From an optimization exercise on the open Yosys and OpenROAD flow, aimed at small area, a short achievable clock period and few clock cycles per item; shortcuts taken in it are not production practice.
Function was checked by simulation only, so behaviour that the tests miss may differ from the original.

// direct_form_iir_filter_unit
module direct_form_iir_filter_unit #(
  parameter int MAX_FF_TAPS = 8,
  parameter int MAX_FB_TAPS = 8
) (
  input  logic                                  clk,
  input  logic                                  rst,
  input  logic                                  in_valid,
  output logic                                  in_ready,
  input  logic                                  func,
  input  logic [iirf_pkg::CIDX_W-1:0]           coef_index,
  input  logic signed [iirf_pkg::COEF_W-1:0]    coef_value,
  input  logic [iirf_pkg::SAMPLE_W-1:0]         sample,
  output logic                                  out_valid,
  input  logic                                  out_ready,
  output logic signed [iirf_pkg::OUT_W-1:0]     filtered,
  input  logic                                  cfg_valid,
  output logic                                  cfg_ready,
  input  logic [iirf_pkg::CFG_IDX_W-1:0]        cfg_index,
  input  logic [iirf_pkg::CFG_DATA_W-1:0]       cfg_data
);
For scale: about 10000 cells after synthesis, about 99 I/O pins, roughly 0.12 mm2 of cells after synthesis.
clock: 11.0 ns
lec_check: 0
cap_margin: 20
core_margin: 2
core_utilization: 40
setup_slack_margin: 5
slew_margin: 20
tns_end_percent: 100
run.sh (not shown) runs the stock make flow with config.mk's settings and CLKGATE_MAP_FILE= SYNTH_SCRIPT=/design/flow/synth_recipe.tcl, a recipe that flattens the netlist after the stock synthesis.
The baseline passed the timing, design-rule and antenna checks.
Testbench counts at the start, summed over its fixed seeds: cycles 12,979, items 2,304.
==> next run, changes <==
==> flow/flow/run.sh (new file) <==
#!/bin/bash
# The standard layout (the standard.sh: ORFS synthesis to final layout),
# with timing repair aiming for 7 ns of setup slack instead of config.mk's 5.
set -euo pipefail
bash standard.sh SETUP_SLACK_MARGIN=7 TNS_END_PERCENT=100 finish > standard_flow.log 2>&1
==> flow/standard.sh (new file) <==
#!/bin/bash
# synth_recipe.tcl (not shown) runs the flow's synth.tcl, then flattens the netlist and writes it again
# the make line also repeats each setting of config.mk as NAME=value (left out here)
make -C /OpenROAD-flow-scripts/flow DESIGN_CONFIG=/design/flow/config.mk WORK_HOME=/design/flow/orfs CLKGATE_MAP_FILE= SYNTH_SCRIPT=/design/flow/synth_recipe.tcl "${@:-finish}"
removed: flow/run.sh
Die area does not change.
Worst setup slack improves by 0.78 ns.
Sequential share of layout area fell by 1.8 points.
Synthesized cell count does not change.
Wire length rose by 4.7%.
Synthesized area does not change.
Non-clock buffer count rose by 224.
Fmax rose by 15%.


direct_form_iir_filter_unit, a different RTL version from the one above (not shown whole).
Size: ~9400 cells after synthesis, ~1700 flip-flops, roughly 99 I/O pins.
Design direct_form_iir_filter_unit, start of the top module:
module direct_form_iir_filter_unit #(
  parameter int MAX_FF_TAPS = 8,
  parameter int MAX_FB_TAPS = 8
) (
  input  logic                                  clk,
  input  logic                                  rst,
  input  logic                                  in_valid,
  output logic                                  in_ready,
  input  logic                                  func,
  input  logic [iirf_pkg::CIDX_W-1:0]           coef_index,
  input  logic signed [iirf_pkg::COEF_W-1:0]    coef_value,
  input  logic [iirf_pkg::SAMPLE_W-1:0]         sample,
  output logic                                  out_valid,
  input  logic                                  out_ready,
  output logic signed [iirf_pkg::OUT_W-1:0]     filtered,
  input  logic                                  cfg_valid,
  output logic                                  cfg_ready,
  input  logic [iirf_pkg::CFG_IDX_W-1:0]        cfg_index,
  input  logic [iirf_pkg::CFG_DATA_W-1:0]       cfg_data
);
  logic [3:0] nf, nb;    
  assign cfg_ready = 1'b1;
  always_ff @(posedge clk) begin
    if (rst) begin
      nf <= 4'd4;
      nb <= 4'd3;
    end else if (cfg_valid) begin
      case (cfg_index)
        2'd0: nf <= (cfg_data > 4'd8) ? 4'd8 : cfg_data;
        2'd1: nb <= (cfg_data > 4'd8) ? 4'd8 : cfg_data;
        default: ;
      endcase
    end
  end
  logic take, take_s, take_c;
  assign take   = in_valid && in_ready;
  assign take_s = take && func;
  assign take_c = take && !func;
  logic [COEF_W-1:0] bco [8];
  logic [COEF_W-1:0] aco [8];
  logic [COEF_W-1:0] cval;
  assign cval = coef_value & {COEF_W{!rst}};
  always_ff @(posedge clk) begin
    for (int k = 0; k < 8; k++) begin
      if (rst || (take_c && coef_index == 4'(k)))     bco[k] <= cval;
      if (rst || (take_c && coef_index == 4'(k + 8))) aco[k] <= cval;
    end
  end
  logic [SAMPLE_W-1:0] x_h [8];
  always_ff @(posedge clk) begin
    if (take_s) begin
      x_h[0] <= sample;
      for (int i = 1; i < 8; i++) x_h[i] <= x_h[i-1];
    end
  end
  logic [3:0] hcnt;
  logic [2:0] tcnt;
  always_ff @(posedge clk) begin
    if (rst) begin
      hcnt <= '0;
      tcnt <= '0;
    end else if (take_s) begin
      if (hcnt != 4'd9) hcnt <= hcnt + 4'd1;
      tcnt <= tcnt + 3'd1;
    end
  end
  logic       act;           
  logic [3:0] c;             
  ...
==> flow/config.mk <==
export PLATFORM = sky130hd
export DESIGN_NAME = direct_form_iir_filter_unit
export DESIGN_NICKNAME = direct_form_iir_filter_unit
export VERILOG_FILES = /design/flow/design.v
export SDC_FILE = /design/flow/constraint.sdc
export NUM_CORES = 4
export LEC_CHECK = 0
export CAP_MARGIN = 20
export CORE_MARGIN = 2
export CORE_UTILIZATION = 40
export SETUP_SLACK_MARGIN = 5
export SLEW_MARGIN = 20
export TNS_END_PERCENT = 100
==> flow/constraint.sdc <==
create_clock -name core_clock -period 11.0 [get_ports {clk}]
set_input_delay 2.2000 -clock core_clock [delete_from_list [all_inputs] [get_ports {clk}]]
set_output_delay 2.2000 -clock core_clock [all_outputs]
set_load 0.01 [all_outputs]
Stock flow here: none of the scripts above is used.
Testbench counts at the start, summed over its fixed seeds: cycles 14,456, items 2,304.
==> next run, changes <==
SETUP_SLACK_MARGIN = not set   (was 5)
TNS_END_PERCENT = not set   (was 100)
Effect: Core utilization shrinks by 0.10 points; wire length barely changes; clock skew shrinks by 9.5 ps; setup slack degrades by 720 ps; final cell count stays flat; non-clock buffer count shrinks by 10.


## run G
Another version of the RTL of direct_form_iir_filter_unit (not shown whole).
Size: about 1800 flip-flops, roughly 99 I/O pins.
clock: 11.0 ns
lec_check: 0
cap_margin: 20
core_margin: 2
core_utilization: 40
setup_slack_margin: 5
slew_margin: 20
tns_end_percent: 100
Testbench counts of run G, summed over its fixed seeds: cycles 12,856, items 2,304.
Relative to run G, the following input files were edited for run E:
# run G
export LEC_CHECK = 0
export CAP_MARGIN = 20
export CORE_MARGIN = 2
export CORE_UTILIZATION = 40
export SETUP_SLACK_MARGIN = 5
export SLEW_MARGIN = 20
export TNS_END_PERCENT = 100
create_clock -name core_clock -period 11.0 [get_ports {clk}]
# run E
export LEC_CHECK = 0
export ABC_AREA = 1
export CAP_MARGIN = 20
export CORE_MARGIN = 2
export CORE_UTILIZATION = 40
export SETUP_SLACK_MARGIN = 5
export SLEW_MARGIN = 20
export TNS_END_PERCENT = 100
create_clock -name core_clock -period 11.0 [get_ports {clk}]
--- outcome ---
- Run E was carried through to the last stage, and its layout satisfied the timing, design-rule and antenna checks.
- Run comparison: run G slowest cell on the critical path sky130_fd_sc_hd__o21ai_0; run E slowest cell on the critical path sky130_fd_sc_hd__buf_6
- Comparing run G and run E, ratio of routed vias to standard cells is higher on run G.
- Compared with run G, run E shows mean routed wirelength per cell that has gone up by a few percent.
- Run G -> run E: filler cell count in the final layout increased by a few percent
- The share of synthesized cell area in full adder, half adder and majority cells of run E exceeds that of run G by 0.20 points.


## P
Another version of the RTL of direct_form_iir_filter_unit (not shown whole).
Size in the first run: ~99 I/O pins.
Design direct_form_iir_filter_unit, start of the top module:
module direct_form_iir_filter_unit #(
  parameter int MAX_FF_TAPS = 8,
  parameter int MAX_FB_TAPS = 8
) (
  input  logic                                  clk,
  input  logic                                  rst,
  input  logic                                  in_valid,
  output logic                                  in_ready,
  input  logic                                  func,
  input  logic [iirf_pkg::CIDX_W-1:0]           coef_index,
  input  logic signed [iirf_pkg::COEF_W-1:0]    coef_value,
  input  logic [iirf_pkg::SAMPLE_W-1:0]         sample,
  output logic                                  out_valid,
  input  logic                                  out_ready,
  output logic signed [iirf_pkg::OUT_W-1:0]     filtered,
  input  logic                                  cfg_valid,
  output logic                                  cfg_ready,
  input  logic [iirf_pkg::CFG_IDX_W-1:0]        cfg_index,
  input  logic [iirf_pkg::CFG_DATA_W-1:0]       cfg_data
);
clock: 11.0 ns
lec_check: 0
cap_margin: 20
core_margin: 2
core_utilization: 40
setup_slack_margin: 5
slew_margin: 20
tns_end_percent: 100
standard.sh (not shown) runs the stock make flow with config.mk's settings and CLKGATE_MAP_FILE= SYNTH_SCRIPT=/design/flow/synth_recipe.tcl, a recipe that flattens the netlist after the stock synthesis.
==> flow/flow/run.sh <==
#!/bin/bash
# The standard layout (the standard.sh: ORFS synthesis to final layout),
# with timing repair aiming for 6.6 ns of setup slack instead of config.mk's 5.
set -euo pipefail
bash standard.sh SETUP_SLACK_MARGIN=6.6 TNS_END_PERCENT=100 finish > standard_flow.log 2>&1
Testbench counts of P, summed over its fixed seeds: cycles 12,923, items 2,304.
What Q does differently from P at the input level:
==> flow/flow/run.sh <==
#!/bin/bash
# The standard layout (the standard.sh: ORFS synthesis to final layout),
# with timing repair aiming for 7 ns of setup slack instead of config.mk's 5.
set -euo pipefail
bash standard.sh SETUP_SLACK_MARGIN=7 TNS_END_PERCENT=100 finish > standard_flow.log 2>&1
==> run notes <==
- Looking at global-route met2 utilization, Q sits 1.9 points above P.
- Q ended up with s1_y3[47]$_DFF_P_ as its worst setup path endpoint; P ended up with s2_fbs[34]$_DFF_P_.
- Slowest library cell on the worst path = dfxtp_4: Q; slowest library cell on the worst path = dfxtp_1: P
- Re final weighted congestion in routability-driven placement: Q is 1.2% down on P.


## before
Another version of the RTL of direct_form_iir_filter_unit (not shown whole).
For scale: ~13000 cells after synthesis, ~2000 flip-flops, about 99 I/O pins, ~120000 µm² of cells after synthesis.
==> flow/config.mk <==
export PLATFORM = sky130hd
export DESIGN_NAME = direct_form_iir_filter_unit
export DESIGN_NICKNAME = direct_form_iir_filter_unit
export VERILOG_FILES = /design/flow/design.v
export SDC_FILE = /design/flow/constraint.sdc
export NUM_CORES = 4
export LEC_CHECK = 0
export ABC_AREA = 1
export CAP_MARGIN = 20
export CORE_MARGIN = 2
export CORE_UTILIZATION = 40
export SETUP_SLACK_MARGIN = 5
export SLEW_MARGIN = 20
export TNS_END_PERCENT = 100
==> flow/constraint.sdc <==
create_clock -name core_clock -period 11.0 [get_ports {clk}]
set_input_delay 2.2000 -clock core_clock [delete_from_list [all_inputs] [get_ports {clk}]]
set_output_delay 2.2000 -clock core_clock [all_outputs]
set_load 0.01 [all_outputs]
==> flow/flow/run.sh <==
#!/bin/bash
# The standard layout (the standard.sh: ORFS synthesis to final layout),
# with timing repair aiming for 7 ns of setup slack instead of config.mk's 5.
set -euo pipefail
bash standard.sh SETUP_SLACK_MARGIN=7 TNS_END_PERCENT=100 finish > standard_flow.log 2>&1
Status: before FAILED at global routing (5_1_grt) (tool error)
Testbench counts of before, summed over its fixed seeds: cycles 12,923, items 2,304.
Relative to before, the following input files were edited for after:
# before
export LEC_CHECK = 0
export ABC_AREA = 1
export CAP_MARGIN = 20
export CORE_MARGIN = 2
export CORE_UTILIZATION = 40
export SETUP_SLACK_MARGIN = 5
export SLEW_MARGIN = 20
export TNS_END_PERCENT = 100
create_clock -name core_clock -period 11.0 [get_ports {clk}]
# after
export LEC_CHECK = 0
export CAP_MARGIN = 20
export CORE_MARGIN = 2
export CORE_UTILIZATION = 40
export SETUP_SLACK_MARGIN = 5
export SLEW_MARGIN = 20
export TNS_END_PERCENT = 100
create_clock -name core_clock -period 11.0 [get_ports {clk}]
==> run notes <==
Of before and after, only after finishes the flow clean. before never completed, since it errored out during global routing (5_1_grt). before has higher simple-gate share of the synthesized area than after. Post-synthesis cell area ends up lower on after. The sequential element share of the synthesized area of after is higher than that of before. The mean area per synthesized cell number comes out lower for before vs after.

[separate check: timing with driven ports]
How much do the figures lean on ideal ports? The routed layouts below were timed once more, with nothing changed but the port constraints. Step 1 assumes that a clkbuf_16 drives the clock port and a buf_2 every other input. Step 2, shift: input delay + t, output delay - t, t = (earliest + latest rising clock arrival at the registers) / 2. This alone moves slack from input paths to output paths. Slacks: ideal ports / drivers / drivers and shift; pairs: ideal ports / drivers.
run	t, ns	setup WS [ns]	hold slack, ns	worst register clock-pin slew, ns	worst data-port slew with drivers (ns)
the first run of note 1	0.946	5.202 / 5.220 / 4.290	0.417 / 0.417 / 0.417	0.07 / 0.07	0.08
the second run of note 1	0.968	5.977 / 6.026 / 5.058	0.427 / 0.427 / 0.427	0.07 / 0.07	0.11
the first run of note 2	0.939	5.139 / 5.139 / 4.529	0.416 / 0.416 / 0.416	0.07 / 0.07	0.11
the second run of note 2	0.921	4.422 / 4.422 / 4.422	0.426 / 0.426 / 0.426	0.07 / 0.07	0.09
run G	0.956	5.189 / 5.189 / 4.337	0.417 / 0.417 / 0.417	0.08 / 0.08	0.05
run E	0.958	5.390 / 5.472 / 4.519	0.346 / 0.346 / 0.346	0.07 / 0.07	0.07
P	0.974	6.606 / 6.606 / 5.918	0.326 / 0.326 / 0.326	0.07 / 0.07	0.12
Q	0.969	6.473 / 6.473 / 6.212	0.312 / 0.312 / 0.312	0.09 / 0.09	0.10
after	0.990	6.513 / 6.525 / 5.535	0.326 / 0.326 / 0.326	0.08 / 0.08	0.16
After both steps setup and hold are still met in every run listed. The setup slack of after, which loses most, moves by +0.012 ns with the drivers and by -0.978 ns with both steps.
